This is an optimization exercise on Yosys and OpenROAD, whose aim is small area and a short achievable clock period, not a production implementation. Function was checked by simulation only, so behaviour that the tests miss may differ from the original.

before:
==> flow/design.v <==
package pn_pkg;
    localparam int TOK_DEPTH = 12;               
    localparam logic [1:0] MODE_PREFIX  = 2'd2;
    localparam logic [1:0] MODE_POSTFIX = 2'd3;
    localparam logic [2:0] OP_ADD     = 3'd0;
    localparam logic [2:0] OP_SUB     = 3'd1;
    localparam logic [2:0] OP_MUL     = 3'd2;
    localparam logic [2:0] OP_ABS_SUM = 3'd3;
endpackage
`timescale 1ns/10ps
module pn_token_buffer (
    input  logic       clk,
    input  logic       in_valid,
    input  logic       operator,
    input  logic [2:0] in,
    output logic [2:0] val,          
    output logic       is_op,        
    output logic       op_sub,       
    output logic       op_mul,       
    output logic       op_abs,       
    output logic       op_sum        
);
    logic [3:0] ent [pn_pkg::TOK_DEPTH];
    logic [3:0] nxt;                 
    assign nxt = in_valid ? {operator, in} : ent[1];
    always_ff @(posedge clk) begin
        for (int i = 0; i < pn_pkg::TOK_DEPTH; i++) begin
            if (in_valid)
                ent[i] <= (i == 0) ? {operator, in} : ent[(i == 0) ? 0 : i - 1];
            else
                ent[i] <= (i == pn_pkg::TOK_DEPTH - 1) ? ent[i] : ent[(i == pn_pkg::TOK_DEPTH - 1) ? i : i + 1];
        end
        op_sub <= nxt[3] && nxt[2:0] == pn_pkg::OP_SUB;
        op_mul <= nxt[3] && nxt[2:0] == pn_pkg::OP_MUL;
        op_abs <= nxt[3] && nxt[2:0] == pn_pkg::OP_ABS_SUM;
        op_sum <= nxt[3] && !nxt[2] && nxt[1:0] != 2'd2;
    end
    assign val   = ent[0][2:0];
    assign is_op = ent[0][3];
endmodule
`timescale 1ns/10ps
module pn_stack_eval (
    input  logic        clk,
    input  logic        rst_n,
    input  logic        start,       
    input  logic        ev,          
    input  logic        fin,         
    input  logic [2:0]  val,         
    input  logic        is_op,
    input  logic        op_sub,
    input  logic        op_mul,
    input  logic        op_abs,
    input  logic        op_sum,
    input  logic        prefix,      
    output logic [17:0] result       
);
    logic [2:0]  depth;              
    logic        topx;               
    logic [17:0] x;
    logic [9:0]  y;
    logic [9:0]  ysel;               
    logic [9:0]  ynew;
    logic [1:0]  xk;                 
    logic [1:0]  yk;                 
    logic [15:0] ram0;               
    logic [9:0]  ram1;               
    logic [6:0]  ram2;               
    logic [2:0]  ram3;               
    logic [1:0]  k0;                 
    logic [1:0]  k1;                 
    logic        k2;                 
    logic        sel_x;              
    logic        sel_y;
    logic        sel_r;
    logic [17:0] ys;
    logic        neg;
    logic [17:0] sum;
    logic [17:0] prd;
    logic [17:0] mag;
    logic [17:0] xnew;
    logic        x_mul, x_sum, x_blw, x_ys, x_hold;
    logic        y_mul, y_sum, y_blw, y_hold;
    logic [2:0]  ksum;
    logic [1:0]  rk;                 
    logic        rbig;               
    logic [17:0] below;              
    logic [1:0]  bk;
    logic [17:0] nos;                
    logic [1:0]  nk;
    logic        push;
    logic        pop;
    logic [2:0]  nd;
    logic        ntopx;
    assign ys = {{8{y[9]}}, y};
    function automatic logic [9:0] booth_sel(input logic [9:0] b);
        logic [10:0] bb;
        bb = {b, 1'b0};
        for (int i = 0; i < 5; i++) begin
            booth_sel[i]     = bb[2*i+1] ^ bb[2*i];
            booth_sel[5 + i] = (bb[2*i+2] & !bb[2*i+1] & !bb[2*i]) | (!bb[2*i+2] & bb[2*i+1] & bb[2*i]);
        end
    endfunction
    function automatic logic [17:0] booth_mul(input logic [17:0] a, input logic [9:0] b,
                                              input logic [9:0] sel);
        logic [17:0] acc;
        logic [17:0] row;
        logic [18:0] a2;
        logic        ng;
        a2  = {a, 1'b0};
        acc = '0;
        for (int i = 0; i < 5; i++) begin
            ng  = b[2*i+1];
            row = '0;
            for (int j = 0; j < 18; j++)
                row[j] = ((sel[i] & a[j]) | (sel[5 + i] & a2[j])) ^ ng;
            acc = acc + (row << (2*i)) + ({17'd0, ng} << (2*i));
        end
        booth_mul = acc;
    endfunction
    always_comb begin
        sum = x + {{8{y[9] ^ op_sub}}, y ^ {10{op_sub}}} + {17'd0, op_sub};
        neg = op_sub ? (topx ^ prefix) : (op_abs && sum[17]);
        mag = neg ? -sum : sum;
        prd = booth_mul(x, y, ysel);
        ksum = {1'b0, xk} + {1'b0, yk} + 3'd1;
        rk   = ksum[2] ? 2'd3 : ksum[1:0];
        rbig = ksum >= 3'd3;
        case (depth)
            3'd3:    begin below = {{2{ram0[15]}}, ram0}; bk = k0; end
            3'd4:    begin below = {{8{ram1[9]}}, ram1};  bk = k1; end
            3'd5:    begin below = {{11{ram2[6]}}, ram2}; bk = {1'b0, k2}; end
            default: begin below = {15'd0, ram3};         bk = 2'd0; end
        endcase
        nos = topx ? ys : x;
        nk  = topx ? yk : xk;
        push  = ev && depth != 3'd7 && !is_op;
        pop   = ev && depth != 3'd7 && is_op && depth >= 3'd2;
        nd    = depth;
        ntopx = topx;
        if (start) begin
            nd = '0;
        end else if (push) begin
            nd    = depth + 1'b1;
            ntopx = 1'b0;
        end else if (pop) begin
            nd    = depth - 1'b1;
            ntopx = rbig;
        end
    end
    always_comb begin
        x_mul  = pop && rbig && op_mul;
        x_sum  = pop && rbig && op_sum;
        x_blw  = pop && !rbig;
        x_ys   = push && !topx;
        x_hold = !pop && !x_ys;
        y_mul  = pop && !rbig && op_mul;
        y_sum  = pop && !rbig && op_sum;
        y_blw  = pop && rbig;
        y_hold = !pop && !push;
        xnew = ({18{x_mul}} & prd) | ({18{x_sum}} & mag) | ({18{x_blw}} & below) |
               ({18{x_ys}} & ys) | ({18{x_hold}} & x);
        ynew = ({10{y_mul}} & prd[9:0]) | ({10{y_sum}} & mag[9:0]) | ({10{y_blw}} & below[9:0]) |
               ({10{push}} & {7'd0, val}) | ({10{y_hold}} & y);
    end
    always_ff @(posedge clk) begin
        depth <= nd;
        topx  <= ntopx;
        x     <= xnew;
        y     <= ynew;
        ysel  <= booth_sel(ynew);
        if (push) begin
            xk <= topx ? xk : yk;
            yk <= 2'd0;
            case (depth)
                3'd2: begin ram0 <= nos[15:0]; k0 <= nk; end
                3'd3: begin ram1 <= nos[9:0];  k1 <= nk; end
                3'd4: begin ram2 <= nos[6:0];  k2 <= nk != 2'd0; end
                3'd5:       ram3 <= nos[2:0];
                default: ;
            endcase
        end else if (pop) begin
            xk <= rbig ? rk : bk;
            yk <= rbig ? bk : rk;
        end
    end
    always_ff @(posedge clk or negedge rst_n) begin
        if (!rst_n) begin
            sel_x <= 1'b0;
            sel_y <= 1'b0;
            sel_r <= 1'b0;
        end else begin
            sel_x <= fin && ((nd == 3'd1 && ntopx) || (nd == 3'd2 && !ntopx));
            sel_y <= fin && ((nd == 3'd1 && !ntopx) || (nd == 3'd2 && ntopx));
            sel_r <= fin && nd >= 3'd3;
        end
    end
    assign result = ({18{sel_x}} & x) | ({18{sel_y}} & ys) | ({18{sel_r}} & {{2{ram0[15]}}, ram0});
endmodule
`timescale 1ns/10ps
module pn_top (
    input  logic        clk,
    input  logic        rst_n,
    input  logic        in_valid,
    input  logic [1:0]  mode,
    input  logic        operator,
    input  logic [2:0]  in,
    output logic        out_valid,
    output logic [31:0] out
);
    logic        recv;           
    logic [3:0]  cnt;
    logic        acc;            
    logic        prefix;
    logic        res_q;          
    logic [2:0]  val;
    logic        is_op;
    logic        op_sub;
    logic        op_mul;
    logic        op_abs;
    logic        op_sum;
    logic [17:0] result;
    logic        start;
    logic        drain;
    logic        ev;
    logic        fin;
    assign start = in_valid && !recv;
    assign drain = recv ? !in_valid : (cnt != 4'd0);
    assign ev    = acc && (recv ? (!prefix || !in_valid) : (prefix && cnt != 4'd0));
    assign fin   = acc && drain && (cnt == 4'd1);
    always_ff @(posedge clk or negedge rst_n) begin
        if (!rst_n) begin
            recv  <= 1'b0;
            cnt   <= '0;
            res_q <= 1'b0;
        end else begin
            res_q <= fin;
            if (start) begin
                recv <= 1'b1;
                cnt  <= 4'd1;
            end else if (recv && in_valid) begin
                cnt  <= cnt + 1'b1;
            end else if (drain) begin
                recv <= 1'b0;
                cnt  <= acc ? cnt - 1'b1 : 4'd0;
            end
        end
    end
    always_ff @(posedge clk) begin
        if (start) begin
            acc    <= mode[1];
            prefix <= !mode[0];
        end
    end
    pn_token_buffer i_token_buffer (
        .clk      (clk),
        .in_valid (in_valid),
        .operator (operator),
        .in       (in),
        .val      (val),
        .is_op    (is_op),
        .op_sub   (op_sub),
        .op_mul   (op_mul),
        .op_abs   (op_abs),
        .op_sum   (op_sum)
    );
    pn_stack_eval i_stack_eval (
        .clk    (clk),
        .rst_n  (rst_n),
        .start  (start),
        .ev     (ev),
        .fin    (fin),
        .val    (val),
        .is_op  (is_op),
        .op_sub (op_sub),
        .op_mul (op_mul),
        .op_abs (op_abs),
        .op_sum (op_sum),
        .prefix (prefix),
        .result (result)
    );
    assign out_valid = res_q;
    assign out       = {{14{result[17]}}, result};
endmodule
Settings: LEC_CHECK=0, CAP_MARGIN=20, CORE_MARGIN=2, CORE_UTILIZATION=40, CTS_BUF_LIST=sky130_fd_sc_hd__clkbuf_8, CTS_CLUSTER_DIAMETER=50, CTS_CLUSTER_SIZE=20, SLEW_MARGIN=20, TNS_END_PERCENT=20; clock period 11.0 ns.
standard.sh (not shown) runs the stock make flow with config.mk's settings and CLKGATE_MAP_FILE= SYNTH_SCRIPT=/design/flow/synth_recipe.tcl, a recipe that flattens the netlist after the stock synthesis.
==> flow/flow/run.sh <==
#!/bin/bash
set -e
export BUFFER_PORTS_ARGS="-buffer_cell sky130_fd_sc_hd__buf_1"
export SETUP_SLACK_MARGIN=7
bash standard.sh > standard.log 2>&1
before finished all stages; the layout is clean.
Input-level comparison between after and before:
-- flow/design.v --
<<< before, line 45
    input  logic        start,       
    input  logic        ev,          
    input  logic        fin,         
    input  logic [2:0]  val,         
>>> after, line 45
    input  logic        start,       
    input  logic        ev,          
    input  logic        first,       
    input  logic        fin,         
    input  logic [2:0]  val,         
<<< before, line 90
    logic        push;
    logic        pop;
    logic [2:0]  nd;
    logic        ntopx;
>>> after, line 91
    logic        push;
    logic        pop;
    logic [2:0]  base;               
    logic [2:0]  nd;
    logic        ntopx;
<<< before, line 134
        nos = topx ? ys : x;
        nk  = topx ? yk : xk;
        push  = ev && depth != 3'd7 && !is_op;
        pop   = ev && depth != 3'd7 && is_op && depth >= 3'd2;
        nd    = depth;
        ntopx = topx;
        if (start) begin
            nd = '0;
        end else if (push) begin
            nd    = depth + 1'b1;
            ntopx = 1'b0;
        end else if (pop) begin
            nd    = depth - 1'b1;
            ntopx = rbig;
        end
>>> after, line 136
        nos = topx ? ys : x;
        nk  = topx ? yk : xk;
        base  = first ? 3'd0 : depth;
        push  = ev && base != 3'd7 && !is_op;
        pop   = ev && base != 3'd7 && is_op && base >= 3'd2;
        nd    = base;
        ntopx = topx;
        if (start) begin
            nd = '0;
        end else if (push) begin
            nd    = base + 1'b1;
            ntopx = 1'b0;
        end else if (pop) begin
            nd    = base - 1'b1;
            ntopx = rbig;
        end
<<< before, line 172
            xk <= topx ? xk : yk;
            yk <= 2'd0;
            case (depth)
                3'd2: begin ram0 <= nos[15:0]; k0 <= nk; end
                3'd3: begin ram1 <= nos[9:0];  k1 <= nk; end
>>> after, line 175
            xk <= topx ? xk : yk;
            yk <= 2'd0;
            case (base)
                3'd2: begin ram0 <= nos[15:0]; k0 <= nk; end
                3'd3: begin ram1 <= nos[9:0];  k1 <= nk; end
<<< before, line 223
    logic        drain;
    logic        ev;
    logic        fin;
    assign start = in_valid && !recv;
    assign drain = recv ? !in_valid : (cnt != 4'd0);
    assign ev    = acc && (recv ? (!prefix || !in_valid) : (prefix && cnt != 4'd0));
    assign fin   = acc && drain && (cnt == 4'd1);
    always_ff @(posedge clk or negedge rst_n) begin
>>> after, line 226
    logic        drain;
    logic        ev;
    logic        first;
    logic        fin;
    assign start = in_valid && !recv;
    assign drain = recv ? !in_valid : (cnt != 4'd0);
    assign ev    = acc && (recv || (prefix && cnt != 4'd0));
    assign first = recv && prefix;
    assign fin   = acc && drain && (cnt == 4'd1);
    always_ff @(posedge clk or negedge rst_n) begin
<<< before, line 269
        .start  (start),
        .ev     (ev),
        .fin    (fin),
        .val    (val),
>>> after, line 274
        .start  (start),
        .ev     (ev),
        .first  (first),
        .fin    (fin),
        .val    (val),
Results
No stage failed in after, and the final checks on the layout all came back clean.
Sequential element share of the synthesized area: after and before compared, higher one is before
In the tables for after and before, via total after detailed routing reads higher with after.
Between before and after, global-route usage decreased.
before has a higher average cell area after synthesis than after.
From before to after, total negative setup slack did not move at all.
Across both runs, DRC violation total after the first TritonRoute iteration was higher for after than for before.
Relative to before, the fraction of synthesized area in multiplexers of after is higher by 1.3 points.
From after to before, async set-reset flop share out of synthesis did not move at all.
[compare] base=before new=after: design area increased 350 um^2; synthesized cell count went up.
Min post-synthesis compound-gate area fraction across after and before: after

RTL: the design.v shown in full above, as it stands there.
export LEC_CHECK = 0
export CAP_MARGIN = 20
export CORE_MARGIN = 2
export CORE_UTILIZATION = 40
export CTS_BUF_LIST = sky130_fd_sc_hd__clkbuf_8
export CTS_CLUSTER_DIAMETER = 50
export CTS_CLUSTER_SIZE = 20
export SLEW_MARGIN = 20
create_clock -name core_clock -period 11.0 [get_ports {clk}]
==> flow/flow/run.sh <==
#!/bin/bash
set -e
export BUFFER_PORTS_ARGS="-buffer_cell sky130_fd_sc_hd__buf_1"
export SETUP_SLACK_MARGIN=6
bash standard.sh > standard.log 2>&1
Edit:
--- a/flow/design.v
+++ b/flow/design.v
@@ -74,15 +74,13 @@
     logic        sel_r;
     logic [17:0] ys;
     logic        neg;
     logic [17:0] sum;
     logic [17:0] prd;
     logic [17:0] mag;
-    logic [17:0] xnew;
-    logic        x_mul, x_sum, x_blw, x_ys, x_hold;
-    logic        y_mul, y_sum, y_blw, y_hold;
+    logic [17:0] res;
     logic [2:0]  ksum;
     logic [1:0]  rk;                 
     logic        rbig;               
     logic [17:0] below;              
     logic [1:0]  bk;
     logic [17:0] nos;                
@@ -119,23 +117,25 @@
     endfunction
     always_comb begin
         sum = x + {{8{y[9] ^ op_sub}}, y ^ {10{op_sub}}} + {17'd0, op_sub};
         neg = op_sub ? (topx ^ prefix) : (op_abs && sum[17]);
         mag = neg ? -sum : sum;
         prd = booth_mul(x, y, ysel);
+        res = ({18{op_mul}} & prd) | ({18{op_sum}} & mag);
         ksum = {1'b0, xk} + {1'b0, yk} + 3'd1;
         rk   = ksum[2] ? 2'd3 : ksum[1:0];
         rbig = ksum >= 3'd3;
         case (depth)
             3'd3:    begin below = {{2{ram0[15]}}, ram0}; bk = k0; end
             3'd4:    begin below = {{8{ram1[9]}}, ram1};  bk = k1; end
             3'd5:    begin below = {{11{ram2[6]}}, ram2}; bk = {1'b0, k2}; end
             default: begin below = {15'd0, ram3};         bk = 2'd0; end
         endcase
         nos = topx ? ys : x;
         nk  = topx ? yk : xk;
+        ynew  = !is_op ? {7'd0, val} : rbig ? below[9:0] : res[9:0];
         push  = ev && depth != 3'd7 && !is_op;
         pop   = ev && depth != 3'd7 && is_op && depth >= 3'd2;
         nd    = depth;
         ntopx = topx;
         if (start) begin
             nd = '0;
@@ -144,46 +144,42 @@
             ntopx = 1'b0;
         end else if (pop) begin
             nd    = depth - 1'b1;
             ntopx = rbig;
         end
     end
-    always_comb begin
-        x_mul  = pop && rbig && op_mul;
-        x_sum  = pop && rbig && op_sum;
-        x_blw  = pop && !rbig;
-        x_ys   = push && !topx;
-        x_hold = !pop && !x_ys;
-        y_mul  = pop && !rbig && op_mul;
-        y_sum  = pop && !rbig && op_sum;
-        y_blw  = pop && rbig;
-        y_hold = !pop && !push;
-        xnew = ({18{x_mul}} & prd) | ({18{x_sum}} & mag) | ({18{x_blw}} & below) |
-               ({18{x_ys}} & ys) | ({18{x_hold}} & x);
-        ynew = ({10{y_mul}} & prd[9:0]) | ({10{y_sum}} & mag[9:0]) | ({10{y_blw}} & below[9:0]) |
-               ({10{push}} & {7'd0, val}) | ({10{y_hold}} & y);
-    end
     always_ff @(posedge clk) begin
         depth <= nd;
         topx  <= ntopx;
-        x     <= xnew;
-        y     <= ynew;
-        ysel  <= booth_sel(ynew);
         if (push) begin
+            x  <= topx ? x : ys;
             xk <= topx ? xk : yk;
+            y  <= ynew;
+            ysel <= booth_sel(ynew);
             yk <= 2'd0;
             case (depth)
                 3'd2: begin ram0 <= nos[15:0]; k0 <= nk; end
                 3'd3: begin ram1 <= nos[9:0];  k1 <= nk; end
                 3'd4: begin ram2 <= nos[6:0];  k2 <= nk != 2'd0; end
                 3'd5:       ram3 <= nos[2:0];
                 default: ;
             endcase
         end else if (pop) begin
-            xk <= rbig ? rk : bk;
-            yk <= rbig ? bk : rk;
+            if (rbig) begin
+                x  <= res;
+                xk <= rk;
+                y  <= ynew;
+                ysel <= booth_sel(ynew);
+                yk <= bk;
+            end else begin
+                x  <= below;
+                xk <= bk;
+                y  <= ynew;
+                ysel <= booth_sel(ynew);
+                yk <= rk;
+            end
         end
     end
     always_ff @(posedge clk or negedge rst_n) begin
         if (!rst_n) begin
             sel_x <= 1'b0;
             sel_y <= 1'b0;
Final area came out higher by 11%.
Cell count came out higher by 10%.
Count of clock-buffer cells in the layout stays the same.
Hold slack stays flat.
Wire length came out higher by 11%.
Die area came out higher by 3.8%.
Setup slack got worse by 0.14 ns.
Synthesized area came out higher by 3.9%.
Core utilization came out higher by 3.2 points.
Global-route usage came out higher by 1.1 points.
Sequential share of layout area came out lower by 0.35 points.

-- separate check: timing with driven ports --
No port has a modelled driver above. Below, the same layouts with a new extraction and two added sets of constraints. Step 1 sets driving cells, clkbuf_16 on the clock port and buf_2 on the other inputs (assumed; they add their load-dependent delay and slew). Step 2 adds t to the input delays and takes it off the output delays; t is the mean of the earliest and latest rising clock arrival at the registers after step 1. Input paths then give back, and output paths get back, about the clock's delay inside the block. Slacks: ideal / step 1 / step 2; pairs: ideal / step 1.
run | shift t [ns] | slack for setup (ns) | latest minus earliest clock arrival (ns)
before | 0.489 | 6.770 / 6.770 / 6.427 | 0.013 / 0.013
after | 0.494 | 6.902 / 6.902 / 6.902 | 0.017 / 0.016
the first run of note 2 | 0.490 | 6.235 / 6.235 / 5.835 | 0.011 / 0.011
the second run of note 2 | 0.510 | 6.092 / 6.115 / 5.605 | 0.016 / 0.015
After both steps every run listed still meets setup and hold. The setup slack of the second run of note 2, which loses most, moves by +0.023 ns with the drivers and by -0.487 ns with both steps.
